This is an optimization exercise on Yosys and OpenROAD, whose aim is small area, a short achievable clock period and few clock cycles per item, not a production implementation.
RTL that was checked went through simulation tests only; none was proved equivalent to the original.
The RTL of run 6 was laid out without a check of its function.
Power figures rest on the tool's default switching activity, not on a simulated workload.

--- design/flow/config.mk ---
export PLATFORM = sky130hd
export DESIGN_NAME = text_full_justify_top
export DESIGN_NICKNAME = text_full_justify_top
export VERILOG_FILES = /design/flow/design.v
export SDC_FILE = /design/flow/constraint.sdc
export NUM_CORES = 4
export LEC_CHECK = 0
export ABC_CLOCK_PERIOD_IN_PS = 2600
export CAP_MARGIN = 20
export CORE_MARGIN = 2
export CORE_UTILIZATION = 70
export CTS_CLUSTER_DIAMETER = 70
export CTS_CLUSTER_SIZE = 24
export SETUP_SLACK_MARGIN = 4.5
export SLEW_MARGIN = 20
--- design/flow/constraint.sdc ---
create_clock -name core_clock -period 7.0 [get_ports {clk}]
set_input_delay 1.4000 -clock core_clock [delete_from_list [all_inputs] [get_ports {clk}]]
set_output_delay 1.4000 -clock core_clock [all_outputs]
set_load 0.01 [all_outputs]
--- design/flow/design.v ---
`default_nettype none
package tfj_pkg;
	localparam int MAX_WIDTH = 32;
	localparam int MAX_WORDS = 16;
	localparam logic [7:0] SPACE_CHAR = 8'd32;
	localparam logic [5:0] WIDTH_RESET = 6'd16;
	typedef struct packed {
		logic take;
		logic copy;
		logic div;
		logic full;
		logic emit;
		logic line_clear;
	} tfj_cmd_t;
	typedef struct packed {
		logic tend;
		logic wl_zero;
		logic words_zero;
		logic need_break;
		logic copy_last;
		logic div_done;
		logic emit_done;
	} tfj_sts_t;
endpackage
`default_nettype wire
`default_nettype none
module tfj_ctrl (
	input  wire logic       clk,
	input  wire logic       arst_n,
	input  wire logic [5:0] w,
	input  wire logic       nl_ready,
	input  wire logic [5:0] nl_len,
	input  wire logic       nl_cut,
	input  wire logic [4:0] nl_bm1,
	input  wire logic [3:0] nl_rem,
	output logic            nl_take,
	input  wire logic       q_v,
	input  wire logic [8:0] q_data,
	output logic            rd_take,
	input  wire logic       out_ready,
	output logic            out_valid,
	output logic [7:0]      out_byte,
	output logic            out_line_last,
	output logic            out_word_cut
);
	logic       cur_q;
	logic [5:0] pos_q;    
	logic [5:0] let_q;
	logic [4:0] gap_q;
	logic [4:0] bm1_q;
	logic [3:0] rem_q;
	logic       ng_q;
	logic       cut_q;
	logic       ov_q;
	logic [7:0] ob_q;
	logic       ol_q;
	logic       oc_q;
	logic       sv_q;
	logic [7:0] sb_q;
	logic       sl_q;
	logic       sc_q;
	logic       gz_q;     
	logic       lz_q;     
	logic       lst_q;    
	logic       c_gap;
	logic       c_pad;
	logic       c_gs;
	logic       c_let;
	logic       emit;
	logic       last;
	logic [7:0] eb;
	assign c_gap = !gz_q;
	assign c_pad = gz_q && lz_q;
	assign c_gs  = !c_gap && !c_pad && q_v && q_data[8] && ng_q;
	assign c_let = !c_gap && !c_pad && q_v && !(q_data[8] && ng_q);
	assign emit  = cur_q && !sv_q && (c_gap || c_pad || q_v);
	assign last  = lst_q;
	assign eb    = c_let ? q_data[7:0] : tfj_pkg::SPACE_CHAR;
	assign rd_take = emit && c_let;
	assign nl_take = nl_ready && (!cur_q || (emit && last));
	always_ff @(posedge clk or negedge arst_n) begin
		if (!arst_n) begin
			cur_q <= 1'b0;
			pos_q <= 6'd0;
			let_q <= 6'd0;
			gap_q <= 5'd0;
			ng_q  <= 1'b0;
			gz_q  <= 1'b1;
			lz_q  <= 1'b1;
			lst_q <= 1'b1;
			ov_q  <= 1'b0;
			sv_q  <= 1'b0;
		end else begin
			if (emit) begin
				pos_q <= pos_q - 6'd1;
				lst_q <= pos_q == 6'd2;
				if (c_gap) begin
					gap_q <= gap_q - 5'd1;
					gz_q  <= gap_q == 5'd1;
				end
				if (c_gs) begin
					gap_q <= bm1_q + {4'd0, rem_q != 4'd0};
					gz_q  <= bm1_q == 5'd0 && rem_q == 4'd0;
					ng_q  <= 1'b0;
				end
				if (c_let) begin
					let_q <= let_q - 6'd1;
					lz_q  <= let_q == 6'd1;
					ng_q  <= 1'b1;
				end
				if (last) begin
					cur_q <= 1'b0;
				end
			end
			if (nl_take) begin
				cur_q <= 1'b1;
				pos_q <= w;
				lst_q <= w == 6'd1;
				let_q <= nl_len;
				lz_q  <= nl_len == 6'd0;
				gap_q <= 5'd0;
				gz_q  <= 1'b1;
				ng_q  <= 1'b0;
			end
			if (!ov_q || out_ready) begin
				ov_q <= emit || sv_q;
				sv_q <= 1'b0;
			end else if (emit) begin
				sv_q <= 1'b1;
			end
		end
	end
	always_ff @(posedge clk) begin
		if (emit && c_gs && rem_q != 4'd0) begin
			rem_q <= rem_q - 4'd1;
		end
		if (nl_take) begin
			bm1_q <= nl_bm1;
			rem_q <= nl_rem;
			cut_q <= nl_cut;
		end
		if (!ov_q || out_ready) begin
			if (sv_q) begin
				ob_q <= sb_q;
				ol_q <= sl_q;
				oc_q <= sc_q;
			end else begin
				ob_q <= eb;
				ol_q <= last;
				oc_q <= cut_q;
			end
		end
		if (emit) begin
			sb_q <= eb;
			sl_q <= last;
			sc_q <= cut_q;
		end
	end
	assign out_valid     = ov_q;
	assign out_byte      = ob_q;
	assign out_line_last = ol_q;
	assign out_word_cut  = oc_q;
endmodule
`default_nettype wire
`default_nettype none
module tfj_dp (
	input  wire logic       clk,
	input  wire logic       arst_n,
	input  wire logic       wr_en,
	input  wire logic       wr_adv,
	input  wire logic [8:0] wr_data,
	input  wire logic       rd_take,
	output logic            q_v,
	output logic [8:0]      q_data,
	output logic [6:0]      mc
);
	logic [8:0] mem [64];
	logic [3:0] wa_q;
	logic [3:0] wb_q;
	logic [3:0] wc_q;
	logic [5:0] ra_q;
	logic [6:0] mc_q;     
	logic       ne_q;     
	logic       load;
	logic [8:0] r1 [16];
	logic [8:0] r2 [4];
	logic [8:0] rd;
	always_comb begin
		for (int i = 0; i < 16; i++) begin
			r1[i] = ra_q[1] ? (ra_q[0] ? mem[4 * i + 3] : mem[4 * i + 2])
				: (ra_q[0] ? mem[4 * i + 1] : mem[4 * i]);
		end
		for (int i = 0; i < 4; i++) begin
			r2[i] = ra_q[3] ? (ra_q[2] ? r1[4 * i + 3] : r1[4 * i + 2])
				: (ra_q[2] ? r1[4 * i + 1] : r1[4 * i]);
		end
		rd = ra_q[5] ? (ra_q[4] ? r2[3] : r2[2]) : (ra_q[4] ? r2[1] : r2[0]);
	end
	assign load = (rd_take || !q_v) && ne_q;
	assign mc   = mc_q;
	always_ff @(posedge clk) begin
		for (int i = 0; i < 64; i++) begin
			if (wr_en && wa_q[i % 4] && wb_q[(i / 4) % 4] && wc_q[i / 16]) begin
				mem[i] <= wr_data;
			end
		end
		if (load) begin
			q_data <= rd;
		end
	end
	always_ff @(posedge clk or negedge arst_n) begin
		if (!arst_n) begin
			wa_q <= 4'b0001;
			wb_q <= 4'b0001;
			wc_q <= 4'b0001;
			ra_q <= 6'd0;
			mc_q <= 7'd0;
			ne_q <= 1'b0;
			q_v  <= 1'b0;
		end else begin
			if (wr_adv) begin
				wa_q <= {wa_q[2:0], wa_q[3]};
				if (wa_q[3]) begin
					wb_q <= {wb_q[2:0], wb_q[3]};
					if (wb_q[3]) begin
						wc_q <= {wc_q[2:0], wc_q[3]};
					end
				end
			end
			if (wr_adv && !load) begin
				mc_q <= mc_q + 7'd1;
			end else if (!wr_adv && load) begin
				mc_q <= mc_q - 7'd1;
			end
			ne_q <= wr_adv || (ne_q && !(mc_q == 7'd1 && load));
			if (load) begin
				ra_q <= ra_q + 6'd1;
				q_v  <= 1'b1;
			end else if (rd_take) begin
				q_v <= 1'b0;
			end
		end
	end
endmodule
`default_nettype wire
`default_nettype none
module text_full_justify_top (
	input  wire logic       clk,
	input  wire logic       arst_n,
	input  wire logic       cfg_we,
	input  wire logic [5:0] cfg_wdata,
	input  wire logic       in_valid,
	output logic            in_ready,
	input  wire logic [7:0] in_byte,
	input  wire logic       in_byte_valid,
	input  wire logic       in_word_end,
	input  wire logic       in_text_end,
	output logic            out_valid,
	input  wire logic       out_ready,
	output logic [7:0]      out_byte,
	output logic            out_line_last,
	output logic            out_word_cut
);
	logic [5:0] w_q;
	logic       rdy_q;
	logic       it_v;
	logic [7:0] it_b;
	logic       it_bv;
	logic       it_cl;
	logic       it_te;
	logic [5:0] wlc_q;    
	logic       wfull_q;  
	logic       ovf_q;    
	logic       b_v;
	logic [5:0] b_wl;
	logic       b_ovf;
	logic       b_ne;     
	logic       b_brk;    
	logic       b_tep;    
	logic [5:0] len_q;    
	logic [4:0] n_q;      
	logic       cut_q;
	logic [5:0] rp1_q;    
	logic       le_q;     
	logic       dst_q;
	logic [2:0] dcnt_q;
	logic [4:0] ds_q;
	logic [3:0] dr_q;
	logic       nl_v;
	logic [5:0] nl_len;
	logic       nl_cut;
	logic [4:0] nl_bm1;
	logic [3:0] nl_rem;
	logic       nl_take;
	logic       q_v;
	logic [8:0] q_data;
	logic       rd_take;
	logic [6:0] mc;
	logic       accept;
	logic       in_cl;
	logic       a_stall;
	logic       a_cons;
	logic       store;
	logic [5:0] wlc_new;
	logic       xfer;
	logic       ne_new;
	logic       b_fresh;
	logic [5:0] add_len;
	logic       add_cut;
	logic       div_done;
	logic       b_stall;
	logic       b_proc;
	logic       b_cons;
	logic       b_v_d;
	logic [4:0] t5;
	logic       qbit;
	logic [3:0] gaps;
	logic       it_v_nx;
	logic       cl_nx;
	logic       room;
	logic       wfull_safe;
	assign in_cl  = in_word_end | in_text_end;
	assign accept = in_valid && rdy_q;
	assign in_ready = rdy_q;
	assign a_stall = it_cl && b_v;
	assign a_cons  = it_v && !a_stall;
	assign store   = a_cons && it_bv && !wfull_q;
	assign wlc_new = wlc_q + {5'd0, it_bv && !wfull_q};
	assign xfer    = a_cons && it_cl;
	assign ne_new  = wlc_q != 6'd0 || it_bv;
	assign b_fresh  = b_brk || le_q;
	assign add_len  = (b_fresh ? 6'd0 : len_q) + b_wl;
	assign add_cut  = (b_fresh ? 1'b0 : cut_q) | b_ovf;
	assign div_done = !dst_q && dcnt_q == 3'd5;
	assign b_stall  = b_brk ? (nl_v || !div_done) : (b_tep && nl_v);
	assign b_proc   = b_v && !b_stall;
	assign b_cons   = b_proc && !(b_brk && b_tep);
	assign b_v_d    = xfer || (b_v && !b_cons);
	assign gaps = n_q[3:0] - 4'd1;
	assign t5   = {dr_q, ds_q[4]};
	assign qbit = t5 >= {1'b0, gaps};
	always_ff @(posedge clk or negedge arst_n) begin
		if (!arst_n) begin
			w_q     <= tfj_pkg::WIDTH_RESET;
			rdy_q   <= 1'b0;
			it_v    <= 1'b0;
			wlc_q   <= 6'd0;
			wfull_q <= 1'b0;
			ovf_q   <= 1'b0;
			b_v     <= 1'b0;
			len_q   <= 6'd0;
			n_q     <= 5'd0;
			cut_q   <= 1'b0;
			rp1_q   <= 6'd0;
			le_q    <= 1'b1;
			dst_q   <= 1'b0;
			dcnt_q  <= 3'd0;
			nl_v    <= 1'b0;
		end else begin
			if (cfg_we) begin
				if (cfg_wdata == 6'd0) begin
					w_q <= 6'd1;
				end else if (cfg_wdata > 6'd32) begin
					w_q <= 6'd32;
				end else begin
					w_q <= cfg_wdata;
				end
			end
			if (accept) begin
				it_v <= 1'b1;
			end else if (a_cons) begin
				it_v <= 1'b0;
			end
			if (xfer) begin
				wlc_q   <= 6'd0;
				wfull_q <= 1'b0;
				ovf_q   <= 1'b0;
			end else if (a_cons && it_bv) begin
				if (!wfull_q) begin
					wlc_q   <= wlc_new;
					wfull_q <= wlc_new == w_q;
				end else begin
					ovf_q <= 1'b1;
				end
			end
			b_v <= b_v_d;
			if (b_proc && b_ne) begin
				len_q <= add_len;
				n_q   <= (b_fresh ? 5'd0 : n_q) + 5'd1;
				le_q  <= 1'b0;
				cut_q <= add_cut;
				rp1_q <= b_fresh ? (w_q - b_wl) : (rp1_q + ~b_wl);
			end
			if (b_proc && !b_brk && b_tep) begin
				len_q <= 6'd0;
				n_q   <= 5'd0;
				le_q  <= 1'b1;
				cut_q <= 1'b0;
			end
			dst_q <= b_proc && b_ne;
			if (dst_q) begin
				dcnt_q <= 3'd0;
			end else if (dcnt_q != 3'd5) begin
				dcnt_q <= dcnt_q + 3'd1;
			end
			if (b_proc && (b_brk || b_tep)) begin
				nl_v <= 1'b1;
			end else if (nl_take) begin
				nl_v <= 1'b0;
			end
			rdy_q <= !(it_v_nx && cl_nx && b_v_d) && (room || wfull_safe);
		end
	end
	always_ff @(posedge clk) begin
		if (accept) begin
			it_b  <= in_byte;
			it_bv <= in_byte_valid;
			it_cl <= in_cl;
			it_te <= in_text_end;
		end
		if (xfer) begin
			b_wl  <= wlc_new;
			b_ovf <= ovf_q || (it_bv && wfull_q);
			b_ne  <= ne_new;
			b_brk <= ne_new && !le_q && (wlc_new >= rp1_q || n_q[4]);
			b_tep <= it_te && (ne_new || !le_q);
		end else if (b_proc && b_brk) begin
			b_wl  <= 6'd0;
			b_ovf <= 1'b0;
			b_ne  <= 1'b0;
			b_brk <= 1'b0;
		end
		if (dst_q) begin
			ds_q <= 5'(w_q - len_q);
			dr_q <= 4'd0;
		end else if (dcnt_q != 3'd5) begin
			ds_q <= {ds_q[3:0], qbit};
			dr_q <= qbit ? 4'(t5 - {1'b0, gaps}) : t5[3:0];
		end
		if (b_proc && b_brk) begin
			nl_len <= len_q;
			nl_cut <= cut_q;
			nl_bm1 <= ds_q - 5'd1;
			nl_rem <= dr_q;
		end else if (b_proc && b_tep) begin
			nl_len <= add_len;
			nl_cut <= add_cut;
			nl_bm1 <= 5'd0;
			nl_rem <= 4'd0;
		end
	end
	assign it_v_nx = accept || (it_v && !a_cons);
	assign cl_nx   = accept ? in_cl : it_cl;
	assign room    = (mc + {6'd0, q_v} + {6'd0, store}) <= 7'd63;
	assign wfull_safe = !(it_v && it_cl) && !(accept && in_cl)
		&& (wfull_q || (it_v && it_bv && wlc_q + 6'd1 == w_q));
	tfj_dp u_dp (
		.clk     (clk),
		.arst_n  (arst_n),
		.wr_en   (it_v && it_bv && !wfull_q),
		.wr_adv  (store),
		.wr_data ({wlc_q == 6'd0, it_b}),
		.rd_take (rd_take),
		.q_v     (q_v),
		.q_data  (q_data),
		.mc      (mc)
	);
	tfj_ctrl u_ctrl (
		.clk           (clk),
		.arst_n        (arst_n),
		.w             (w_q),
		.nl_ready      (nl_v),
		.nl_len        (nl_len),
		.nl_cut        (nl_cut),
		.nl_bm1        (nl_bm1),
		.nl_rem        (nl_rem),
		.nl_take       (nl_take),
		.q_v           (q_v),
		.q_data        (q_data),
		.rd_take       (rd_take),
		.out_ready     (out_ready),
		.out_valid     (out_valid),
		.out_byte      (out_byte),
		.out_line_last (out_line_last),
		.out_word_cut  (out_word_cut)
	);
endmodule
`default_nettype wire
--- design/flow/run.sh ---
#!/bin/bash
# synth_recipe.tcl (not shown) runs the flow's synth.tcl, then flattens the netlist and writes it again
# the make line also repeats each setting of config.mk as NAME=value (left out here)
make -C /OpenROAD-flow-scripts/flow DESIGN_CONFIG=/design/flow/config.mk WORK_HOME=/design/flow/orfs CLKGATE_MAP_FILE= SYNTH_SCRIPT=/design/flow/synth_recipe.tcl finish
==> impl_metrics.toml, run 1 <==
[clock_network]
path_clk_slew_ns = 0.10
postCtsHoldBufs = 0
clk_root_buffer_cell = "sky130_fd_sc_hd__clkbuf_16"
cts_tree = "done"
insertion_delay_ns = 0.61
cts_buffer_count = 40
clock-sinks = 753
h-tree-depth = 2
cts_max_path_buffers = 3

[route]
drc = 0
drtIter0Drc = 2484
first_pass_iters = 8
antenna_violating_nets_post_route = 0
num_vias = 17700
drt_wl_total_um = 74600
vias_per_cell = 6.91
wire_per_inst_um = 29.1

[yosys]
synth.yosys.seq_area_share_pct = 70.3
postSynth.topFlopCell = "sky130_fd_sc_hd__edfxtp_1"
synth_async_sr_flop_share_pct = 12.2
synth_compound_area_share_pct = 5.30
synthMostInstantiatedCell = "sky130_fd_sc_hd__edfxtp_1"
synth_adder_area_share_pct = 2.47
ys.warnings.count = 6
portion_of_netlist_area_occupied_by_mux_cells_pct = 11.3
synthDominantAreaCellType = "sky130_fd_sc_hd__edfxtp_1"
postSynthRegisterBits = 753
synth_cell_types = 70
synth.cells.most_frequent = "sky130_fd_sc_hd__edfxtp_1, sky130_fd_sc_hd__mux4_2, sky130_fd_sc_hd__nand2_1"
post_synthesis_instance_total = 1892
dominant_combinational_cell_family_by_area_after_synthesis = "multiplexers"
synth.top_cell.area_share_pct = 62.6
number_of_nets_produced_by_synthesis = 1973
syn_avg_cell_area_um2 = 16.6
netlist_area_um2 = 31400
synth.area.top_cells = "sky130_fd_sc_hd__edfxtp_1, sky130_fd_sc_hd__mux4_2, sky130_fd_sc_hd__dfrtp_1, sky130_fd_sc_hd__ha_1, sky130_fd_sc_hd__mux2i_1"
synth_simple_gate_area_share_pct = 6.70
synthXorXnorAreaFrac_pct = 2.03
synth_enable_flop_cells = 656

[final_layout]
synthToLayoutAreaGrowth_pct = 9.75
n_fill_cell = 2441
nNetsFinal = 2027
final_instance_area_um2 = 34500
postLayoutCoreUtil_pct = 77.9
layout-drive-gt1-share_pct = 18.8

[sta]
timing.final.crit_period_ns = 2.57
timing.final.setup_violations = 0
final_max_slew_viol_count = 0
peak_freq_ghz = 0.389
tightestPinTransition_ns = 0.809
unrepaired_setup_endpoints_after_global_routing = "yes"
period_share_pct = 36.8
maxSlewHeadroom_pct = 46.1
fin_worst_skew_ns = 0.0240
totalNegativeSetupSlack_ns = 0
hold_viol_final = 0

[global_route]
number_of_global_route_vias_before_repair = 17200
grt_antenna_before_repair = 8
groute.usage.overall_pct = 32.7
first_pass_grt_wire_length_um = 110000
grt_max_degree = 75
gr-total-overflow = 0

[status]
status = "finished clean"

[pwr]
power_leakage_nw = 11.8
switching_fraction_pct = 33.5
sequentialPowerShare_pct = 44.9
pwr-share-comb_pct = 34.6
internal_power_mw = 8.75
clkPwrFrac_pct = 20.4
power.net_switching_mw = 4.42
cellPowerDensity_nw_per_um2 = 382
power.ir.vdd_worst_mv = 0.303

[worst_setup_path]
cp_launch_point = "u_ctrl.ob_q[1]$_DFFE_PN_"
worst_path_dominant_cell_family = "flip-flops"
critPathCaptureType = "output pin"
timing.critical_path.fanout_max = 1
crit_path_cell_trace = "buf_2"
worst_r2r_startpoint = "u_dp.ra_q[0]$_DFFE_PN0P_"
worst_path_largest_cell_delay_ns = 0.41
crit_path_required_time_ns = 5.60
critPathLaunchType = "register"
critical_path_buf_inv_count = 1
crit_path_top_delay_cell = "sky130_fd_sc_hd__edfxtp_1"
critPathArrivalTime_ns = 1.17
worst-setup-path-type = "register to output pin"

[floorplanning]
rows = 77
ios = 34
fp.dieH_um = 216
die_width_um = 216
fp.coreArea_um2 = 44300
floorplan.initialDensity_pct = 71.0
floorplan.die_area_um2 = 46600

[run]
max_cap_violations = 0

[placed_design]
last_weighted_congestion_value_of_the_routability_driven_placer = 0.920
detailed_place_hpwl_um = 45000
detailed_place.area_um2 = 32400
numPortBuffers = 33

[worst_hold_path]
min_path_type = "register to register"
min-delay-start = "nl_bm1[1]$_SDFFCE_PN0P_"
cell families after synthesis:
kind of cell,after synthesis
and+or+nand+nor,407
adders and majority gates,59
DFF,753
AOI/OAI and AO/OA,258
xor gates and xnor gates,73
muxes,196
buffers and inverters,146
placed cells by master, fill, tap and decap left out, types with 22 or more instances in the layout:
cell type and instances:
sky130_fd_sc_hd__edfxtp_1 656, sky130_fd_sc_hd__mux4_2 125, sky130_fd_sc_hd__nand2_1 97, sky130_fd_sc_hd__dfrtp_1 75, sky130_fd_sc_hd__nor2_1 66, sky130_fd_sc_hd__o21ai_0 64
sky130_fd_sc_hd__and2_1 58, sky130_fd_sc_hd__inv_1 53, sky130_fd_sc_hd__a21oi_1 51, sky130_fd_sc_hd__ha_1 51, sky130_fd_sc_hd__xnor2_1 48, sky130_fd_sc_hd__buf_4 47
sky130_fd_sc_hd__mux2i_1 44, sky130_fd_sc_hd__clkbuf_16 42, sky130_fd_sc_hd__and3_1 40, sky130_fd_sc_hd__nor3_1 29, sky130_fd_sc_hd__mux2_2 26, sky130_fd_sc_hd__xor2_1 22
flip-flops by register name, indices dropped and copies added, names as in the netlist, 5 cells and up:
name,cells
n_q,5
u_ctrl.sb_q,8
u_dp.mem,576
u_ctrl.bm1_q,5
nl_len,6
nl_bm1,5
wlc_q,6
u_ctrl.ob_q,8
u_ctrl.gap_q,5
len_q,6
ds_q,5
u_ctrl.let_q,6
w_q,6
u_ctrl.pos_q,6
b_wl,6
it_b,8
rp1_q,6
u_dp.mc_q,7
u_dp.ra_q,6
u_dp.q_data,9
worst paths after layout:
path | to | slack, ns | cells past startpoint
worst min register to register | u_ctrl.bm1_q[1]$_DFFE_PP_ | 0.41 | 0
worst min-delay path | u_ctrl.bm1_q[1]$_DFFE_PP_ | 0.41 | 0
worst max register to register | u_dp.q_data[8]$_DFFE_PP_ | 4.44 | 7
max in group asynchronous | u_dp.ra_q[2]$_DFFE_PN0P_ | 5.17 | 2
worst max-delay path | out_byte[1] | 4.43 | 1
min in group asynchronous | u_dp.ra_q[0]$_DFFE_PN0P_ | 0.69 | 1
power groups by stage:
stage          combinational, mW  sequential [mW]  clock (mW)
3_5_place_dp                3.91             6.05           0
6_report                    4.56             5.91        2.69
4_1_cts                     4.33             5.91        2.70
2_1_floorplan               2.83             5.88           0
5_1_grt                     4.89             5.95        2.85
3_3_place_gp                3.82             6.03           0
repair_timing:
action / 4_1_cts / 5_1_grt
resized for setup: 99 / 46
setup buffers: 14 / 18
pin swaps: 2 / 7
gates cloned: 7 / 1
endpoints found under the setup margin: 519 / 54
final cells by class:
class                      instances  area, µm²  share of cell area, %
timing repair inverter             2       13.8                 0.0399
tap                              592        741                   2.15
clock inverter                    16        256                  0.743
clock buffer                      47       1050                   3.04
timing repair buffer              97        993                   2.88
antenna                            1       2.50                0.00725
inverter                          59        235                  0.682
sequential                       753      22100                   64.1
multi-input combinational        993       9090                   26.3
metrics by stage:
stage	worst slack [ns]	hold slack [ns]	total power, mW	cells
after floorplan	4.46	0.399	8.71	1892
after global placement	3.68	0.405	9.85	2456
after detailed placement	3.54	0.407	9.96	2456
after CTS	4.40	0.418	12.9	2540
after global routing	4.37	0.421	13.7	2559
final	4.43	0.412	13.2	2560
layer usage:
layer / up-vias / global-route usage, % / share of wire (%)
met5: - / 0 / 0.070
met4: 8 / 9.16 / 2.9
met3: 164 / 9.02 / 12
met2: 1017 / 48.5 / 46
met1: 9027 / 48.9 / 40
li1: 7467 / - / -
Testbench counts, summed over its fixed seeds: cycles 14,959, bytes 14,730.
==> run 2: changes to the inputs <==
--- a/design/flow/config.mk
+++ b/design/flow/config.mk
@@ -8,8 +8,8 @@
 export ABC_CLOCK_PERIOD_IN_PS = 2600
 export CAP_MARGIN = 20
 export CORE_MARGIN = 2
-export CORE_UTILIZATION = 70
-export CTS_CLUSTER_DIAMETER = 70
-export CTS_CLUSTER_SIZE = 24
+export CORE_UTILIZATION = 65
+export CTS_CLUSTER_DIAMETER = 85
+export CTS_CLUSTER_SIZE = 27
 export SETUP_SLACK_MARGIN = 4.5
 export SLEW_MARGIN = 20
==> impl_metrics.toml, run 2 <==
[global_route]
groute.usage.overall_pct = 30.3
first_pass_grt_wire_length_um = 110000
gr-total-overflow = 0
number_of_global_route_vias_before_repair = 16900
grt_antenna_before_repair = 0
grt_max_degree = 67

[yosys]
synth_compound_area_share_pct = 5.30
post_synthesis_instance_total = 1892
postSynthRegisterBits = 753
synth.yosys.seq_area_share_pct = 70.3
synthDominantAreaCellType = "sky130_fd_sc_hd__edfxtp_1"
synthXorXnorAreaFrac_pct = 2.03
synth.area.top_cells = "sky130_fd_sc_hd__edfxtp_1, sky130_fd_sc_hd__mux4_2, sky130_fd_sc_hd__dfrtp_1, sky130_fd_sc_hd__ha_1, sky130_fd_sc_hd__mux2i_1"
synth_async_sr_flop_share_pct = 12.2
synth.cells.most_frequent = "sky130_fd_sc_hd__edfxtp_1, sky130_fd_sc_hd__mux4_2, sky130_fd_sc_hd__nand2_1"
synth_simple_gate_area_share_pct = 6.70
syn_avg_cell_area_um2 = 16.6
synth_enable_flop_cells = 656
synthMostInstantiatedCell = "sky130_fd_sc_hd__edfxtp_1"
synth.top_cell.area_share_pct = 62.6
portion_of_netlist_area_occupied_by_mux_cells_pct = 11.3
ys.warnings.count = 6
netlist_area_um2 = 31400
synth_adder_area_share_pct = 2.47
synth_cell_types = 70
postSynth.topFlopCell = "sky130_fd_sc_hd__edfxtp_1"
dominant_combinational_cell_family_by_area_after_synthesis = "multiplexers"
number_of_nets_produced_by_synthesis = 1973

[sta]
final_max_slew_viol_count = 0
period_share_pct = 35.8
peak_freq_ghz = 0.399
tightestPinTransition_ns = 0.972
totalNegativeSetupSlack_ns = 0
maxSlewHeadroom_pct = 35.2
hold_viol_final = 0
whs_ns = 0.429
timing.final.setup_violations = 0
fin_worst_skew_ns = 0.0180
timing.final.crit_period_ns = 2.51
unrepaired_setup_endpoints_after_global_routing = "yes"

[final_layout]
final_instance_area_um2 = 34700
final_cell_count_without_fillers = 2593
n_fill_cell = 2950
max_flop_register = "u_dp.mem"
synthToLayoutAreaGrowth_pct = 10.4
nNetsFinal = 2035
largest_reg_flops = 576
multi_input_area_um2 = 9250
layout-drive-gt1-share_pct = 19.9
largestRegisters = "u_dp.mem (576), u_dp.q_data (9)"
layout_common_cells = "sky130_fd_sc_hd__edfxtp_1, sky130_fd_sc_hd__mux4_2, sky130_fd_sc_hd__nand2_1, sky130_fd_sc_hd__dfrtp_1, sky130_fd_sc_hd__nor2_1"
final_common_cell = "sky130_fd_sc_hd__edfxtp_1"
final-seq-area_um2 = 22100

[floorplanning]
ios = 34
fp.dieH_um = 224
floorplan.initialDensity_pct = 65.9
die_width_um = 224
fp.coreArea_um2 = 47700
rows = 80
floorplan.die_area_um2 = 50200

[worst_hold_path]
min-delay-start = "nl_cut$_DFFE_PP_"
min_path_type = "register to register"

[route]
num_vias = 17500
vias_per_cell = 6.74
drt_wl_total_um = 75000
antenna_violating_nets_post_route = 0
drc = 0
drtIter0Drc = 2198
wire_per_inst_um = 28.9
first_pass_iters = 8

[pwr]
p_total_mw = 13.2
cellPowerDensity_nw_per_um2 = 381
power_leakage_nw = 11.8
power.ir.vdd_worst_mv = 0.269

[placed_design]
last_weighted_congestion_value_of_the_routability_driven_placer = 0.856
detailed_place_hpwl_um = 44800
numPortBuffers = 33
place.detailed.instances = 2474
detailed_place.area_um2 = 32400

[worst_setup_path]
worst_r2r_startpoint = "u_dp.ra_q[0]$_DFFE_PN0P_"
worst-setup-path-type = "register to register"
crit_path_top_delay_cell = "sky130_fd_sc_hd__mux4_2"
library_cell_appearing_most_often_on_the_critical_path = "sky130_fd_sc_hd__o21ai_0"
critPathArrivalTime_ns = 2.81
crit_path_cell_trace = "buf_12 > buf_16 > mux4_2 > o32ai_4 > nor3_2 > o21ai_0 > o21ai_0"
crit_path_required_time_ns = 7.30
worst_path_largest_cell_delay_ns = 0.56
timing.critical_path.fanout_max = 15
critPathLaunchType = "register"
critPathCaptureType = "register"
cp_launch_point = "u_dp.ra_q[0]$_DFFE_PN0P_"

[clock_network]
insertion_delay_ns = 0.59
clock-sinks = 753
postCtsHoldBufs = 0
cts_max_path_buffers = 3
cts_tree = "done"
path_clk_slew_ns = 0.10
h-tree-depth = 2
cts_buffer_count = 36
clk_root_buffer_cell = "sky130_fd_sc_hd__clkbuf_16"

[status]
status = "finished clean"

[run]
max_cap_violations = 0
## run 2: cell types whose count changed in the layout (fill, tap and decap cells not counted), sizes merged
cell | previous run | this run
buf | 75 | 85
clkbuf | 48 | 51
clkinv | 9 | 7
bufbuf | 1 | 2
inv | 61 | 60
clkinvlp | 2 | 3
bufinv | 5 | 3
## run 2: worst paths after layout
| kind | to | slack [ns] | cells after the start |
|---|---|---|---|
| worst max-delay path | u_dp.q_data[5]$_DFFE_PP_ | 4.49 | 7 |
| worst min-delay path | u_ctrl.cut_q$_DFFE_PP_ | 0.43 | 0 |
| worst max register to register | u_dp.q_data[5]$_DFFE_PP_ | 4.49 | 7 |
| worst min register to register | u_ctrl.cut_q$_DFFE_PP_ | 0.43 | 0 |
| max in group asynchronous | b_v$_DFF_PN0_ | 4.90 | 2 |
| min in group asynchronous | u_dp.wb_q[1]$_DFFE_PN0P_ | 0.77 | 1 |
## run 2: metrics by stage
stage,setup WS [ns],util [%]
6_report,4.49,72.7
5_1_grt,4.40,72.7
4_1_cts,4.38,71.8
3_5_place_dp,3.39,67.9
3_3_place_gp,3.36,67.9
2_1_floorplan,4.46,-
## run 2: logic make-up (layout without fill, tap and decap cells)
group,count (synthesis),count (layout)
xor gates and xnor gates,73,73
and+or+nand+nor,407,407
muxes,196,196
other,0,1
DFF,753,753
adders and majority gates,59,59
buffers and inverters,146,231
AOI/OAI and AO/OA,258,258
## run 2: layout make-up
class	instances	area share, %
Sequential cell	753	63.8
Multi-Input combinational cell	993	26.6
Timing Repair Buffer	109	3.29
Clock buffer	49	2.83
Tap cell	615	2.22
Inverter	59	0.681
Clock inverter	12	0.534
Timing Repair inverter	2	0.0397
Antenna cell	1	0.00721
## run 2: repair_timing
item,in CTS,in global routing
pin swaps,8,13
resized for setup,131,44
setup buffers,23,26
endpoints found under the setup margin,449,33
gates cloned,6,2
endpoints found under the hold margin,0,0
## run 2: critical path, delay by kind of cell (launching register included)
kind | cells | cell delay [ns]
AO/OA/AOI/OAI | 3 | 0.63
buffers and inverters | 2 | 0.35
flip-flops | 1 | 0.51
AND/OR/NAND/NOR | 1 | 0.14
multiplexers | 1 | 0.56
## run 2: where the power goes
part | switching, mW | internal, mW | leakage, nW
logic | 2.71 | 2.08 | 4.18
clock network | 1.38 | 1.13 | 0.559
registers | 0.384 | 5.52 | 7.11
total | 4.48 | 8.73 | 11.8
## run 2: metal layers
layer | up-vias | wire (µm) | track usage (%)
met5 | - | 0 | 0
met4 | 0 | 1380 | 6.34
met3 | 95 | 8380 | 8.42
met2 | 929 | 33900 | 44.8
met1 | 8982 | 31400 | 46.1
li1 | 7463 | - | -
==> run 3: changes to the inputs <==
--- a/design/flow/config.mk
+++ b/design/flow/config.mk
@@ -11,5 +11,6 @@
 export CORE_UTILIZATION = 65
 export CTS_CLUSTER_DIAMETER = 85
 export CTS_CLUSTER_SIZE = 27
+export PLACE_DENSITY = 0.8
 export SETUP_SLACK_MARGIN = 4.5
 export SLEW_MARGIN = 20
==> impl_metrics.toml, run 3 <==
[route]
num_vias = 17800
antenna_violating_nets_post_route = 0
vias_per_cell = 6.84
drc = 0
wire_per_inst_um = 28.1
drt_wl_total_um = 73100
first_pass_iters = 6
drtIter0Drc = 2695

[final_layout]
layout_common_cells = "sky130_fd_sc_hd__edfxtp_1, sky130_fd_sc_hd__mux4_2, sky130_fd_sc_hd__nand2_1, sky130_fd_sc_hd__dfrtp_1, sky130_fd_sc_hd__o21ai_0"
max_flop_register = "u_dp.mem"
nNetsFinal = 2040
layout-drive-gt1-share_pct = 19.7
largestRegisters = "u_dp.mem (576), u_dp.q_data (9)"
synthToLayoutAreaGrowth_pct = 10.2
final_common_cell = "sky130_fd_sc_hd__edfxtp_1"
largest_reg_flops = 576

[yosys]
dominant_combinational_cell_family_by_area_after_synthesis = "multiplexers"
postSynthRegisterBits = 753
syn_avg_cell_area_um2 = 16.6
synth_simple_gate_area_share_pct = 6.70
synth_async_sr_flop_share_pct = 12.2
netlist_area_um2 = 31400
synth.yosys.seq_area_share_pct = 70.3
synth_cell_types = 70
synth.top_cell.area_share_pct = 62.6
synthDominantAreaCellType = "sky130_fd_sc_hd__edfxtp_1"
synth_compound_area_share_pct = 5.30
synth.cells.most_frequent = "sky130_fd_sc_hd__edfxtp_1, sky130_fd_sc_hd__mux4_2, sky130_fd_sc_hd__nand2_1"
portion_of_netlist_area_occupied_by_mux_cells_pct = 11.3
ys.warnings.count = 6
synth_enable_flop_cells = 656
synth.area.top_cells = "sky130_fd_sc_hd__edfxtp_1, sky130_fd_sc_hd__mux4_2, sky130_fd_sc_hd__dfrtp_1, sky130_fd_sc_hd__ha_1, sky130_fd_sc_hd__mux2i_1"
synthXorXnorAreaFrac_pct = 2.03
number_of_nets_produced_by_synthesis = 1973
synthMostInstantiatedCell = "sky130_fd_sc_hd__edfxtp_1"
synth_adder_area_share_pct = 2.47
postSynth.topFlopCell = "sky130_fd_sc_hd__edfxtp_1"
post_synthesis_instance_total = 1892

[clock_network]
cts_max_path_buffers = 3
h-tree-depth = 2
path_clk_slew_ns = 0.10
clk_root_buffer_cell = "sky130_fd_sc_hd__clkbuf_16"
cts_tree = "done"
cts_buffer_count = 35
insertion_delay_ns = 0.61
clock-sinks = 753

[floorplanning]
floorplan.die_area_um2 = 50200
fp.dieH_um = 224
floorplan.initialDensity_pct = 65.9
rows = 80
fp.coreArea_um2 = 47700
ios = 34
die_width_um = 224

[worst_setup_path]
worst_path_dominant_cell_family = "multiplexers"
critical_path_buf_inv_count = 4
crit_path_top_delay_cell = "sky130_fd_sc_hd__dfrtp_4"
worst-setup-path-type = "register to register"
critPathArrivalTime_ns = 2.95
worst_path_largest_cell_delay_ns = 0.57
timing.critical_path.fanout_max = 7
critPathLaunchType = "register"
critPathCaptureType = "register"
crit_path_required_time_ns = 7.32
crit_path_cell_trace = "buf_12 > buf_6 > buf_16 > buf_4 > mux4_2 > mux2i_1 > o21ai_0 > a2111oi_2 > a211oi_1"

[placed_design]
detailed_place_hpwl_um = 42200
last_weighted_congestion_value_of_the_routability_driven_placer = 0.874
numPortBuffers = 33

[global_route]
groute.layer.met1.usage_pct = 43.0
globalRouteMet2Util_pct = 46.4
grt.met3_usage_pct = 5.27
gr-total-overflow = 0
grt_most_used_layer = "met2"
grt_antenna_before_repair = 4
groute.usage.overall_pct = 29.5
first_pass_grt_wire_length_um = 109000
grt_max_degree = 69
number_of_global_route_vias_before_repair = 17400

[sta]
totalNegativeSetupSlack_ns = 0
timing.final.setup_violations = 0
peak_freq_ghz = 0.381
whs_ns = 0.431
maxSlewHeadroom_pct = 38.7
hold_viol_final = 0
tightestPinTransition_ns = 0.920
period_share_pct = 37.5
timing.final.crit_period_ns = 2.63
unrepaired_setup_endpoints_after_global_routing = "yes"
final_max_slew_viol_count = 0
fin_worst_skew_ns = 0.0419

[pwr]
power.ir.vdd_worst_mv = 0.235
power_leakage_nw = 11.8
cellPowerDensity_nw_per_um2 = 375

[worst_hold_path]
min_path_type = "register to register"

[run]
max_cap_violations = 0

[status]
status = "finished clean"
[run 3: cell families after synthesis]
logic type               Yosys count
buffers and inverters            146
multiplexers                     196
flip-flops                       753
AND/OR/NAND/NOR                  407
AO/OA/AOI/OAI                    258
adder cells (fa/ha/maj)           59
XOR/XNOR                          73
[run 3: routing by layer]
metal,vias to the layer above,part of all wire [%]
met1,9018,38
met4,2,3.3
met3,180,11
met5,-,0.018
li1,7479,-
met2,1113,48
[run 3: through the flow]
stage,total power [mW],cells,utilization (%),cell area (µm²),setup slack (ns)
2_1_floorplan,8.71,1892,-,31500,4.46
3_3_place_gp,9.68,2473,67.9,32400,3.34
3_5_place_dp,9.82,2473,67.9,32400,3.36
4_1_cts,12.7,2579,71.8,34300,4.41
5_1_grt,13.5,2601,72.6,34700,4.37
6_report,13.0,2602,72.6,34700,4.37
[run 3: layout make-up]
cell class,instances,area [µm²]
Clock buffer,57,1010
Sequential cell,753,22100
Antenna cell,1,2.50
Timing Repair Buffer,115,1240
Timing Repair inverter,2,13.8
Tap cell,615,769
Inverter,59,238
Fill cell,2790,13100
Multi-Input combinational cell,993,9180
Clock inverter,7,83.8
[run 3: report_power, final]
group,internal (mW),switching (mW),leakage (nW)
Combinational,2.09,2.60,4.21
Clock,1.03,1.38,0.525
Sequential,5.51,0.364,7.11
[run 3: final timing paths]
| check | endpoint | slack, ns | depth (start not counted) | startpoint |
|---|---|---|---|---|
| setup / recovery | u_dp.q_data[8]$_DFFE_PP_ | 4.37 | 9 | u_dp.ra_q[0]$_DFFE_PN0P_ |
| max in group asynchronous | b_v$_DFF_PN0_ | 4.99 | 2 | arst_n |
| setup reg to reg | u_dp.q_data[8]$_DFFE_PP_ | 4.37 | 9 | u_dp.ra_q[0]$_DFFE_PN0P_ |
| hold reg to reg | u_ctrl.bm1_q[1]$_DFFE_PP_ | 0.43 | 0 | nl_bm1[1]$_SDFFCE_PN0P_ |
| min in group asynchronous | u_dp.ra_q[5]$_DFFE_PN0P_ | 0.69 | 1 | arst_n |
| hold / removal | u_ctrl.bm1_q[1]$_DFFE_PP_ | 0.43 | 0 | nl_bm1[1]$_SDFFCE_PN0P_ |
[run 3: timing repair]
action | in CTS | in global routing
hold buffers | 0 | 0
pin swaps | 8 | 12
endpoints found under the setup margin | 398 | 41
resized for setup | 122 | 43
buffers inserted | 34 | 21
gates cloned | 8 | 1
hold endpoints to repair | 0 | 0
==> run 4: changes to the inputs <==
--- a/design/flow/config.mk
+++ b/design/flow/config.mk
@@ -8,9 +8,9 @@
 export ABC_CLOCK_PERIOD_IN_PS = 2600
 export CAP_MARGIN = 20
 export CORE_MARGIN = 2
-export CORE_UTILIZATION = 65
-export CTS_CLUSTER_DIAMETER = 85
-export CTS_CLUSTER_SIZE = 27
-export PLACE_DENSITY = 0.8
+export CORE_UTILIZATION = 60
+export CTS_CLUSTER_DIAMETER = 100
+export CTS_CLUSTER_SIZE = 30
+export PLACE_DENSITY = 0.72
 export SETUP_SLACK_MARGIN = 4.5
 export SLEW_MARGIN = 20
==> impl_metrics.toml, run 4 <==
[sta]
timing.final.crit_period_ns = 2.58
tightestPinTransition_ns = 0.941
maxSlewHeadroom_pct = 37.3
timing.final.setup_violations = 0
totalNegativeSetupSlack_ns = 0
fin_worst_skew_ns = 0.0381
final_max_slew_viol_count = 0
hold_viol_final = 0
period_share_pct = 36.8
final_critical_path_setup_slack_ns = 4.42
peak_freq_ghz = 0.388
unrepaired_setup_endpoints_after_global_routing = "yes"

[floorplanning]
die_width_um = 233
ios = 34
rows = 83
floorplan.die_area_um2 = 54300
fp.coreArea_um2 = 51600
fp.dieH_um = 233
floorplan.initialDensity_pct = 60.9

[worst_hold_path]
hold_crit_endpoint = "u_ctrl.bm1_q[4]$_DFFE_PP_"
hold_depth = 0
min-delay-start = "nl_bm1[4]$_SDFFCE_PN0P_"
min_path_type = "register to register"

[pwr]
power.net_switching_mw = 4.35
power_leakage_nw = 11.8
switching_fraction_pct = 34.0
sequentialPowerShare_pct = 45.9
clkPwrFrac_pct = 16.6
power.ir.vdd_worst_mv = 0.401
cellPowerDensity_nw_per_um2 = 370
internal_power_mw = 8.43
p_total_mw = 12.8
pwr-share-comb_pct = 37.6

[clock_network]
insertion_delay_ns = 0.64
cts_max_path_buffers = 3
h-tree-depth = 1
cts_buffer_count = 29
path_clk_slew_ns = 0.11
postCtsHoldBufs = 0
cts_tree = "done"
clock-sinks = 753
clk_root_buffer_cell = "sky130_fd_sc_hd__clkbuf_16"

[final_layout]
layout-drive-gt1-share_pct = 19.0
nNetsFinal = 2042
largestRegisters = "u_dp.mem (576), u_dp.q_data (9)"
synthToLayoutAreaGrowth_pct = 9.85
largest_reg_flops = 576
layout_common_cells = "sky130_fd_sc_hd__edfxtp_1, sky130_fd_sc_hd__mux4_2, sky130_fd_sc_hd__nand2_1, sky130_fd_sc_hd__dfrtp_1, sky130_fd_sc_hd__nor2_1"
final-seq-area_um2 = 22100
final_instance_area_um2 = 34500
final_common_cell = "sky130_fd_sc_hd__edfxtp_1"
n_fill_cell = 3358
max_flop_register = "u_dp.mem"
multi_input_area_um2 = 9210

[placed_design]
dpl_worst_slack_ns = 3.54
last_weighted_congestion_value_of_the_routability_driven_placer = 0.893
detailed_place_hpwl_um = 44300
detailed_place.area_um2 = 32500
numPortBuffers = 33

[yosys]
number_of_nets_produced_by_synthesis = 1973
ys.warnings.count = 6
synth.cells.most_frequent = "sky130_fd_sc_hd__edfxtp_1, sky130_fd_sc_hd__mux4_2, sky130_fd_sc_hd__nand2_1"
synthMostInstantiatedCell = "sky130_fd_sc_hd__edfxtp_1"
synth.top_cell.area_share_pct = 62.6
synth.area.top_cells = "sky130_fd_sc_hd__edfxtp_1, sky130_fd_sc_hd__mux4_2, sky130_fd_sc_hd__dfrtp_1, sky130_fd_sc_hd__ha_1, sky130_fd_sc_hd__mux2i_1"
synth_enable_flop_cells = 656
netlist_area_um2 = 31400
synth.yosys.seq_area_share_pct = 70.3
synth_async_sr_flop_share_pct = 12.2
postSynth.topFlopCell = "sky130_fd_sc_hd__edfxtp_1"
syn_avg_cell_area_um2 = 16.6
postSynthRegisterBits = 753
synthDominantAreaCellType = "sky130_fd_sc_hd__edfxtp_1"
synth_cell_types = 70
post_synthesis_instance_total = 1892

[route]
first_pass_iters = 6
antenna_violating_nets_post_route = 0
num_vias = 17500
wire_per_inst_um = 27.9
drt_wl_total_um = 74300
vias_per_cell = 6.56
drtIter0Drc = 2364
drc = 0

[worst_setup_path]
worst-r2r-cell-count = 7
worst_path_dominant_cell_family = "flip-flops"
crit_path_cell_trace = "buf_2"
critical_path_buf_inv_count = 1
worst_r2r_startpoint = "u_dp.ra_q[0]$_DFFE_PN0P_"
timing.critical_path.fanout_max = 2
crit_path_required_time_ns = 5.60
critPathLaunchType = "register"
crit_path_top_delay_cell = "sky130_fd_sc_hd__dfrtp_1"
worst-setup-path-type = "register to output pin"
regToRegSetupSlack_ns = 4.43
critPathCaptureType = "output pin"
critPathArrivalTime_ns = 1.18
worst_path_largest_cell_delay_ns = 0.40
regToRegEndpoint = "u_dp.q_data[0]$_DFFE_PP_"

[status]
status = "finished clean"

[global_route]
grt_antenna_before_repair = 4
gr-total-overflow = 0
groute.usage.overall_pct = 27.0
number_of_global_route_vias_before_repair = 16600
grt_max_degree = 70
first_pass_grt_wire_length_um = 107000

[run]
max_cap_violations = 0
[run 4: how the worst max path moves through the flow]
stage,from,endpoint,slack (ns),depth (start not counted)
2_1_floorplan,u_ctrl.lz_q$_DFFE_PN1P_,u_dp.mc_q[5]$_DFFE_PN0P_,4.46,13
4_1_cts,rdy_q$_DFF_PN0_,in_ready,4.39,1
3_5_place_dp,u_dp.ra_q[0]$_DFFE_PN0P_,u_dp.q_data[8]$_DFFE_PP_,3.54,7
6_report,rdy_q$_DFF_PN0_,in_ready,4.42,1
3_3_place_gp,u_dp.ra_q[0]$_DFFE_PN0P_,u_dp.q_data[8]$_DFFE_PP_,3.53,7
5_1_grt,rdy_q$_DFF_PN0_,in_ready,4.39,1
[run 4: cell families after synthesis]
group                      Yosys count  synth area share, %
and+or+nand+nor                    407                 6.70
DFF                                753                 70.3
buffers and inverters              146                 1.87
AOI/OAI and AO/OA                  258                 5.30
xor gates and xnor gates            73                 2.03
muxes                              196                 11.3
adders and majority gates           59                 2.47
[run 4: per-stage QoR]
| step | utilization, % | std cells | hold slack (ns) |
|---|---|---|---|
| floorplan | - | 1892 | 0.399 |
| global placement | 63.0 | 2539 | 0.409 |
| detailed placement | 63.0 | 2539 | 0.407 |
| CTS | 65.6 | 2621 | 0.434 |
| global route | 66.9 | 2664 | 0.436 |
| finish | 66.9 | 2665 | 0.433 |
[run 4: final cells by class]
| class | count | share of cell area, % |
|---|---|---|
| Inverter | 59 | 0.681 |
| Sequential cell | 753 | 64.1 |
| Timing Repair inverter | 2 | 0.0398 |
| Tap cell | 680 | 2.46 |
| Antenna cell | 1 | 0.00724 |
| Timing Repair Buffer | 121 | 3.63 |
| Multi-Input combinational cell | 995 | 26.7 |
| Clock inverter | 2 | 0.112 |
| Clock buffer | 52 | 2.35 |
[run 4: power by group through the flow]
| stage | clock network (mW) | registers, mW | logic, mW |
|---|---|---|---|
| 6_report | 2.12 | 5.86 | 4.80 |
| 5_1_grt | 2.27 | 5.90 | 5.13 |
| 4_1_cts | 2.14 | 5.86 | 4.34 |
| 3_5_place_dp | 0 | 6.03 | 3.91 |
| 3_3_place_gp | 0 | 6.01 | 3.83 |
| 2_1_floorplan | 0 | 5.88 | 2.83 |
[run 4: layer usage]
layer  wire (µm)  GRT usage (%)  part of all wire, %  vias up
li1            -              -                    -     7481
met4        2320           6.91                  3.1        0
met5           0              0                    0        -
met1       30500           41.0                   41     9023
met2       34800           41.7                   47      865
met3        6660           4.20                  9.0      126
[run 4: what timing repair did]
item | 4_1_cts | 5_1_grt
endpoints found under the hold margin | 0 | 0
setup endpoints to repair | 318 | 53
pin swaps | 6 | 20
buffers inserted | 23 | 37
resized for setup | 115 | 50
gates cloned | 5 | 6
==> run 5: changes to the inputs <==
--- a/design/flow/config.mk
+++ b/design/flow/config.mk
@@ -11,6 +11,5 @@
 export CORE_UTILIZATION = 60
 export CTS_CLUSTER_DIAMETER = 100
 export CTS_CLUSTER_SIZE = 30
-export PLACE_DENSITY = 0.72
 export SETUP_SLACK_MARGIN = 4.5
 export SLEW_MARGIN = 20
==> impl_metrics.toml, run 5 <==
[yosys]
number_of_nets_produced_by_synthesis = 1973
synth_async_sr_flop_share_pct = 12.2
post_synthesis_instance_total = 1892
synth.yosys.seq_area_share_pct = 70.3
synth.cells.most_frequent = "sky130_fd_sc_hd__edfxtp_1, sky130_fd_sc_hd__mux4_2, sky130_fd_sc_hd__nand2_1"
synthDominantAreaCellType = "sky130_fd_sc_hd__edfxtp_1"
synth.area.top_cells = "sky130_fd_sc_hd__edfxtp_1, sky130_fd_sc_hd__mux4_2, sky130_fd_sc_hd__dfrtp_1, sky130_fd_sc_hd__ha_1, sky130_fd_sc_hd__mux2i_1"
synthMostInstantiatedCell = "sky130_fd_sc_hd__edfxtp_1"
ys.warnings.count = 6
netlist_area_um2 = 31400
postSynth.topFlopCell = "sky130_fd_sc_hd__edfxtp_1"
synth_enable_flop_cells = 656
syn_avg_cell_area_um2 = 16.6
synth.top_cell.area_share_pct = 62.6
postSynthRegisterBits = 753
synth_cell_types = 70

[floorplanning]
fp.coreArea_um2 = 51600
fp.dieH_um = 233
die_width_um = 233
ios = 34
rows = 83
floorplan.die_area_um2 = 54300
floorplan.initialDensity_pct = 60.9

[worst_setup_path]
regToRegSetupSlack_ns = 4.46
crit_path_cell_trace = "buf_2"
critPathCaptureType = "output pin"
critPathLaunchType = "register"
worst_path_largest_cell_delay_ns = 0.40
critical_path_buf_inv_count = 1
crit_path_required_time_ns = 5.60
worst-setup-path-type = "register to output pin"
timing.critical_path.fanout_max = 2
crit_path_top_delay_cell = "sky130_fd_sc_hd__dfrtp_1"
worst_path_dominant_cell_family = "flip-flops"
critPathArrivalTime_ns = 1.17

[sta]
whs_ns = 0.431
timing.final.setup_violations = 0
unrepaired_setup_endpoints_after_global_routing = "yes"
final_max_slew_viol_count = 0
hold_viol_final = 0
maxSlewHeadroom_pct = 38.2
period_share_pct = 36.6
totalNegativeSetupSlack_ns = 0
peak_freq_ghz = 0.390
timing.final.crit_period_ns = 2.57
tightestPinTransition_ns = 0.927
fin_worst_skew_ns = 0.0310

[clock_network]
h-tree-depth = 1
cts_buffer_count = 30
cts_max_path_buffers = 3
clk_root_buffer_cell = "sky130_fd_sc_hd__clkbuf_16"
clock-sinks = 753
insertion_delay_ns = 0.65
cts_tree = "done"
path_clk_slew_ns = 0.11

[pwr]
cellPowerDensity_nw_per_um2 = 374
power_leakage_nw = 11.7
power.ir.vdd_worst_mv = 0.278

[final_layout]
synthToLayoutAreaGrowth_pct = 9.62
final_common_cell = "sky130_fd_sc_hd__edfxtp_1"
nNetsFinal = 2033
largestRegisters = "u_dp.mem (576), u_dp.q_data (9)"
largest_reg_flops = 576
layout-drive-gt1-share_pct = 18.9
max_flop_register = "u_dp.mem"
layout_common_cells = "sky130_fd_sc_hd__edfxtp_1, sky130_fd_sc_hd__mux4_2, sky130_fd_sc_hd__nand2_1, sky130_fd_sc_hd__dfrtp_1, sky130_fd_sc_hd__nor2_1"

[route]
drc = 0
num_vias = 17300
wire_per_inst_um = 28.3
drtIter0Drc = 2089
antenna_violating_nets_post_route = 0
drt_wl_total_um = 75300
vias_per_cell = 6.51
first_pass_iters = 5

[placed_design]
numPortBuffers = 33
last_weighted_congestion_value_of_the_routability_driven_placer = 0.863
detailed_place_hpwl_um = 46400

[worst_hold_path]
min_path_type = "register to register"

[global_route]
grt_antenna_before_repair = 7
number_of_global_route_vias_before_repair = 16900
grt_max_degree = 66
groute.usage.overall_pct = 28.2
first_pass_grt_wire_length_um = 111000
gr-total-overflow = 0

[run]
max_cap_violations = 0

[status]
status = "finished clean"
==> run 5: cell types whose count changed in the layout (fill, tap and decap cells not counted), sizes merged <==
cell	before	now
and2	62	60
buf	96	85
bufbuf	1	2
clkinv	4	6
diode	1	3
inv	57	59
==> run 5: repair_timing <==
item / in CTS / in global routing
hold buffers: 0 / 0
gates cloned: 7 / 4
pin swaps: 3 / 12
buffers inserted: 20 / 27
gates resized for setup: 120 / 42
setup endpoints to repair: 433 / 37
==> run 5: kinds of logic (layout without fill, tap and decap cells) <==
group | after synthesis | count (layout) | share of synthesized area, %
AO/OA/AOI/OAI | 258 | 258 | 5.30
XOR/XNOR | 73 | 73 | 2.03
adder cells (fa/ha/maj) | 59 | 59 | 2.47
buffers and inverters | 146 | 230 | 1.87
flip-flops | 753 | 753 | 70.3
multiplexers | 196 | 196 | 11.3
other | 0 | 3 | 0
AND/OR/NAND/NOR | 407 | 407 | 6.70
==> run 5: final timing paths <==
kind	endpoint	depth (start not counted)	start
worst max-delay path	out_valid	1	u_ctrl.ov_q$_DFFE_PN0N_
worst min-delay path	u_ctrl.cut_q$_DFFE_PP_	0	nl_cut$_DFFE_PP_
worst max register to register	u_dp.q_data[4]$_DFFE_PP_	9	u_dp.ra_q[0]$_DFFE_PN0P_
worst min register to register	u_ctrl.cut_q$_DFFE_PP_	0	nl_cut$_DFFE_PP_
max in group asynchronous	u_dp.ra_q[0]$_DFFE_PN0P_	2	arst_n
min in group asynchronous	u_dp.wc_q[1]$_DFFE_PN0P_	1	arst_n
==> run 5: per-layer routing <==
layer  track usage, %  wire length, µm
met1             44.8            33200
met2             41.1            33100
met3             5.51             7110
met4             5.53             1740
met5                0               51
==> run 5: cell type report <==
cell class | instances | area (µm²)
Antenna cell | 3 | 7.51
Timing Repair inverter | 2 | 13.8
Fill cell | 3527 | 17100
Tap cell | 680 | 851
Timing Repair Buffer | 113 | 1200
Inverter | 59 | 235
Clock inverter | 6 | 85.1
Sequential cell | 753 | 22100
Clock buffer | 50 | 826
Multi-Input combinational cell | 993 | 9120
==> run 5: where the power goes <==
part / internal (mW) / total, mW / switching [mW]
Combinational: 2.07 / 4.79 / 2.72
Sequential: 5.51 / 5.91 / 0.393
Clock: 0.843 / 2.19 / 1.34
==> run 5: metrics by stage <==
stage	power (mW)	util, %	cells	instance area, µm²	setup WS, ns
final	12.9	66.8	2659	34500	4.43
after CTS	12.6	65.8	2624	34000	4.34
after global routing	13.4	66.8	2656	34500	4.39
after detailed placement	10.1	63.0	2541	32500	3.45
after global placement	9.97	63.0	2540	32500	3.41
after floorplan	8.71	-	1892	31500	4.46
==> run 6: changes to the inputs <==
--- a/design/flow/design.v
+++ b/design/flow/design.v
@@ -280,7 +280,6 @@
 	logic [5:0] len_q;    
 	logic [4:0] n_q;      
 	logic       cut_q;
-	logic [5:0] rp1_q;    
 	logic       le_q;     
 	logic       dst_q;
 	logic [2:0] dcnt_q;
@@ -351,7 +350,6 @@
 			len_q   <= 6'd0;
 			n_q     <= 5'd0;
 			cut_q   <= 1'b0;
-			rp1_q   <= 6'd0;
 			le_q    <= 1'b1;
 			dst_q   <= 1'b0;
 			dcnt_q  <= 3'd0;
@@ -389,7 +387,6 @@
 				n_q   <= (b_fresh ? 5'd0 : n_q) + 5'd1;
 				le_q  <= 1'b0;
 				cut_q <= add_cut;
-				rp1_q <= b_fresh ? (w_q - b_wl) : (rp1_q + ~b_wl);
 			end
 			if (b_proc && !b_brk && b_tep) begin
 				len_q <= 6'd0;
@@ -422,7 +419,7 @@
 			b_wl  <= wlc_new;
 			b_ovf <= ovf_q || (it_bv && wfull_q);
 			b_ne  <= ne_new;
-			b_brk <= ne_new && !le_q && (wlc_new >= rp1_q || n_q[4]);
+			b_brk <= ne_new && !le_q && ({1'b0, len_q} + {2'b0, n_q} + {1'b0, wlc_new} > {1'b0, w_q} || n_q[4]);
 			b_tep <= it_te && (ne_new || !le_q);
 		end else if (b_proc && b_brk) begin
 			b_wl  <= 6'd0;
--- a/design/flow/config.mk
+++ b/design/flow/config.mk
@@ -8,8 +8,8 @@
 export ABC_CLOCK_PERIOD_IN_PS = 2600
 export CAP_MARGIN = 20
 export CORE_MARGIN = 2
-export CORE_UTILIZATION = 60
-export CTS_CLUSTER_DIAMETER = 100
-export CTS_CLUSTER_SIZE = 30
+export CORE_UTILIZATION = 70
+export CTS_CLUSTER_DIAMETER = 70
+export CTS_CLUSTER_SIZE = 24
 export SETUP_SLACK_MARGIN = 4.5
 export SLEW_MARGIN = 20
==> impl_metrics.toml, run 6 <==
[route]
route.layer.met1.wl_um = 29100
top_signal_layer_used = "met4"
met2_wirelength_um = 32200
antenna_violating_nets_post_route = 0
drc = 0
wl_met3_um = 7650
wire_per_inst_um = 27.8
first_pass_iters = 5
drt_wl_total_um = 71300
drtIter0Drc = 2245
num_vias = 17300
vias_per_cell = 6.75

[global_route]
groute.usage.overall_pct = 31.5
grt_antenna_before_repair = 1
number_of_global_route_vias_before_repair = 17100
grt_max_degree = 70
gr-total-overflow = 0
first_pass_grt_wire_length_um = 107000

[floorplanning]
fp.dieH_um = 216
ios = 34
floorplan.initialDensity_pct = 70.9
rows = 77
die_width_um = 216
fp.coreArea_um2 = 44300
floorplan.die_area_um2 = 46600

[placed_design]
place.detailed.instances = 2457
numPortBuffers = 33
last_weighted_congestion_value_of_the_routability_driven_placer = 0.915
detailed_place_hpwl_um = 43100

[clock_network]
clock-sinks = 747
clk_root_buffer_cell = "sky130_fd_sc_hd__clkbuf_16"
cts_tree = "done"
cts_max_path_buffers = 3
postCtsHoldBufs = 0
cts_buffer_count = 39
insertion_delay_ns = 0.60
h-tree-depth = 2
path_clk_slew_ns = 0.10

[pwr]
internal_power_mw = 8.51
power.ir.vdd_worst_mv = 0.283
p_total_mw = 12.9
clkPwrFrac_pct = 19.4
power_leakage_nw = 11.9
sequentialPowerShare_pct = 45.1
pwr-share-comb_pct = 35.5
cellPowerDensity_nw_per_um2 = 376
switching_fraction_pct = 34.0
power.net_switching_mw = 4.38

[final_layout]
max_flop_register = "u_dp.mem"
largestRegisters = "u_dp.mem (576), u_dp.q_data (9)"
largest_reg_flops = 576
final_cell_count_without_fillers = 2568
nNetsFinal = 2031
synthToLayoutAreaGrowth_pct = 9.04
num_antenna_cells = 0
final_common_cell = "sky130_fd_sc_hd__edfxtp_1"
layout-drive-gt1-share_pct = 18.5
layout_common_cells = "sky130_fd_sc_hd__edfxtp_1, sky130_fd_sc_hd__mux4_2, sky130_fd_sc_hd__nand2_1, sky130_fd_sc_hd__nor2_1, sky130_fd_sc_hd__mux2i_1"

[worst_setup_path]
worst_r2r_startpoint = "it_bv$_DFFE_PP_"
worst-setup-path-type = "register to register"
regToRegEndpoint = "b_brk$_SDFFCE_PN0P_"
timing.critical_path.fanout_max = 3
critPathArrivalTime_ns = 3.92
cp_launch_point = "it_bv$_DFFE_PP_"
critPathCaptureType = "register"
critPathLaunchType = "register"
regToRegSetupSlack_ns = 3.44
worst-r2r-cell-count = 15
crit_path_required_time_ns = 7.35

[yosys]
netlist_area_um2 = 31400
synth_enable_flop_cells = 656
synth_simple_gate_area_share_pct = 7.00
postSynth.topFlopCell = "sky130_fd_sc_hd__edfxtp_1"
number_of_nets_produced_by_synthesis = 1981
syn_avg_cell_area_um2 = 16.5
synthMostInstantiatedCell = "sky130_fd_sc_hd__edfxtp_1"
post_synthesis_instance_total = 1900
dominant_combinational_cell_family_by_area_after_synthesis = "multiplexers"
postSynthRegisterBits = 747
synth_async_sr_flop_share_pct = 11.5
synth.yosys.seq_area_share_pct = 69.9
synth.cells.most_frequent = "sky130_fd_sc_hd__edfxtp_1, sky130_fd_sc_hd__mux4_2, sky130_fd_sc_hd__nand2_1"
synthXorXnorAreaFrac_pct = 1.81
synth_compound_area_share_pct = 5.02
synth.area.top_cells = "sky130_fd_sc_hd__edfxtp_1, sky130_fd_sc_hd__mux4_2, sky130_fd_sc_hd__dfrtp_1, sky130_fd_sc_hd__mux2i_1, sky130_fd_sc_hd__ha_1"
synth_adder_area_share_pct = 2.59
ys.warnings.count = 6
synthDominantAreaCellType = "sky130_fd_sc_hd__edfxtp_1"
synth.top_cell.area_share_pct = 62.7
portion_of_netlist_area_occupied_by_mux_cells_pct = 11.4
synth_cell_types = 80

[sta]
period_share_pct = 50.9
whs_ns = 0.430
final_max_slew_viol_count = 0
maxSlewHeadroom_pct = 36.3
timing.final.crit_period_ns = 3.56
tightestPinTransition_ns = 0.956
hold_viol_final = 0
totalNegativeSetupSlack_ns = 0
timing.final.setup_violations = 0
peak_freq_ghz = 0.281
unrepaired_setup_endpoints_after_global_routing = "yes"
fin_worst_skew_ns = 0.0272

[run]
max_cap_violations = 0

[worst_hold_path]
min-delay-start = "nl_bm1[1]$_SDFFCE_PN0P_"
min_path_type = "register to register"
hold_crit_endpoint = "u_ctrl.bm1_q[1]$_DFFE_PP_"
hold_depth = 0

[status]
status = "finished clean"
[run 6: kinds of logic (layout without fill, tap and decap cells)]
| family | after synthesis | in the layout |
|---|---|---|
| AO/OA/AOI/OAI | 238 | 238 |
| XOR/XNOR | 65 | 65 |
| adder cells (fa/ha/maj) | 59 | 59 |
| buffers and inverters | 146 | 221 |
| flip-flops | 747 | 747 |
| multiplexers | 213 | 213 |
| AND/OR/NAND/NOR | 432 | 433 |
[run 6: area by class of cell]
class | instances | area [µm²]
timing repair buffer | 95 | 1050
clock inverter | 10 | 100
clock buffer | 57 | 1080
sequential | 747 | 22000
fill | 2554 | 10000
tap | 592 | 741
inverter | 59 | 235
multi-input combinational | 1008 | 9090
[run 6: worst max path at each step]
stage                                     end  slack, ns
final                     b_brk$_SDFFCE_PN0P_       3.44
after floorplan           b_brk$_SDFFCE_PN0P_       3.45
after global routing      b_brk$_SDFFCE_PN0P_       3.26
after CTS                 b_brk$_SDFFCE_PN0P_       3.45
after global placement    b_brk$_SDFFCE_PN0P_       3.27
after detailed placement  b_brk$_SDFFCE_PN0P_       3.20
[run 6: per-layer routing]
layer | vias to the layer above | GRT usage (%)
met5 | - | 0
met4 | 0 | 9.57
met3 | 142 | 6.06
met2 | 959 | 46.7
met1 | 8784 | 48.6
li1 | 7438 | -
[run 6: critical path: stages, from the launching register on]
cell and delay, ns:
sky130_fd_sc_hd__edfxtp_1 0.41, sky130_fd_sc_hd__nor2b_4 0.15, sky130_fd_sc_hd__ha_4 0.17, sky130_fd_sc_hd__ha_4 0.18, sky130_fd_sc_hd__xnor2_4 0.14, sky130_fd_sc_hd__inv_2 0.05, sky130_fd_sc_hd__fa_1 0.51, sky130_fd_sc_hd__ha_1 0.32
sky130_fd_sc_hd__a21o_1 0.17, sky130_fd_sc_hd__a21oi_2 0.16, sky130_fd_sc_hd__xnor2_1 0.14, sky130_fd_sc_hd__ha_1 0.27, sky130_fd_sc_hd__a21o_1 0.17, sky130_fd_sc_hd__a21oi_2 0.11, sky130_fd_sc_hd__a21oi_1 0.07, sky130_fd_sc_hd__o311a_1 0.28
[run 6: per-stage QoR]
stage / area (µm²) / utilization (%) / worst slack [ns]
5_1_grt: 34300 / 77.3 / 3.26
3_5_place_dp: 32200 / 72.7 / 3.20
2_1_floorplan: 31500 / - / 3.45
6_report: 34300 / 77.3 / 3.44
3_3_place_gp: 32200 / 72.6 / 3.27
4_1_cts: 34100 / 76.8 / 3.45
[run 6: repair_timing]
item	in CTS	in global routing
gates cloned	4	1
setup buffers	31	8
pin swaps	14	7
endpoints found under the setup margin	227	238
gates resized for setup	101	61
[run 6: power by group through the flow]
stage | Combinational [mW] | Sequential [mW] | Clock (mW)
2_1_floorplan | 2.92 | 5.83 | 0
3_5_place_dp | 3.87 | 6.01 | 0
6_report | 4.58 | 5.82 | 2.49
4_1_cts | 4.43 | 5.80 | 2.51
3_3_place_gp | 3.78 | 6.00 | 0
5_1_grt | 4.90 | 5.87 | 2.64

==> static timing again, ports no longer ideal <==
How much do the figures lean on ideal ports? The routed layouts below were timed once more, with nothing changed but the port constraints. Step 1 sets driving cells, clkbuf_16 on the clock port and buf_2 on the other inputs (assumed; they add their load-dependent delay and slew). Step 2 times the ports against the registers' clock, not the clock port: input delays grow and output delays shrink by t, the midpoint of the rising clock arrivals with the driver on. Slacks: ideal ports / drivers / drivers and shift; pairs: ideal ports / drivers.
run | t, ns | slack for setup (ns) | worst setup path after step 2 | clock arrival spread, ns | worst slew at a driven data input, ns
run 1 | 0.659 | 4.427 / 4.366 / 4.308 | input to register | 0.027 / 0.026 | 0.04
run 2 | 0.637 | 4.491 / 4.435 / 4.295 | input, reset recovery | 0.023 / 0.024 | 0.04
run 3 | 0.645 | 4.372 / 4.372 / 4.317 | input to register | 0.044 / 0.044 | 0.04
run 4 | 0.683 | 4.423 / 4.362 / 4.320 | input to register | 0.048 / 0.047 | 0.03
run 5 | 0.693 | 4.435 / 4.376 / 4.214 | input, reset recovery | 0.031 / 0.032 | 0.03
run 6 | 0.645 | 3.435 / 3.435 / 3.435 | register to register | 0.027 / 0.027 | 0.06
After both steps every run listed still meets setup and hold. For run 5, which loses most, drivers alone change the setup slack by -0.059 ns; drivers and shift together by -0.221 ns. The worst setup slack also covers recovery checks on asynchronous resets.
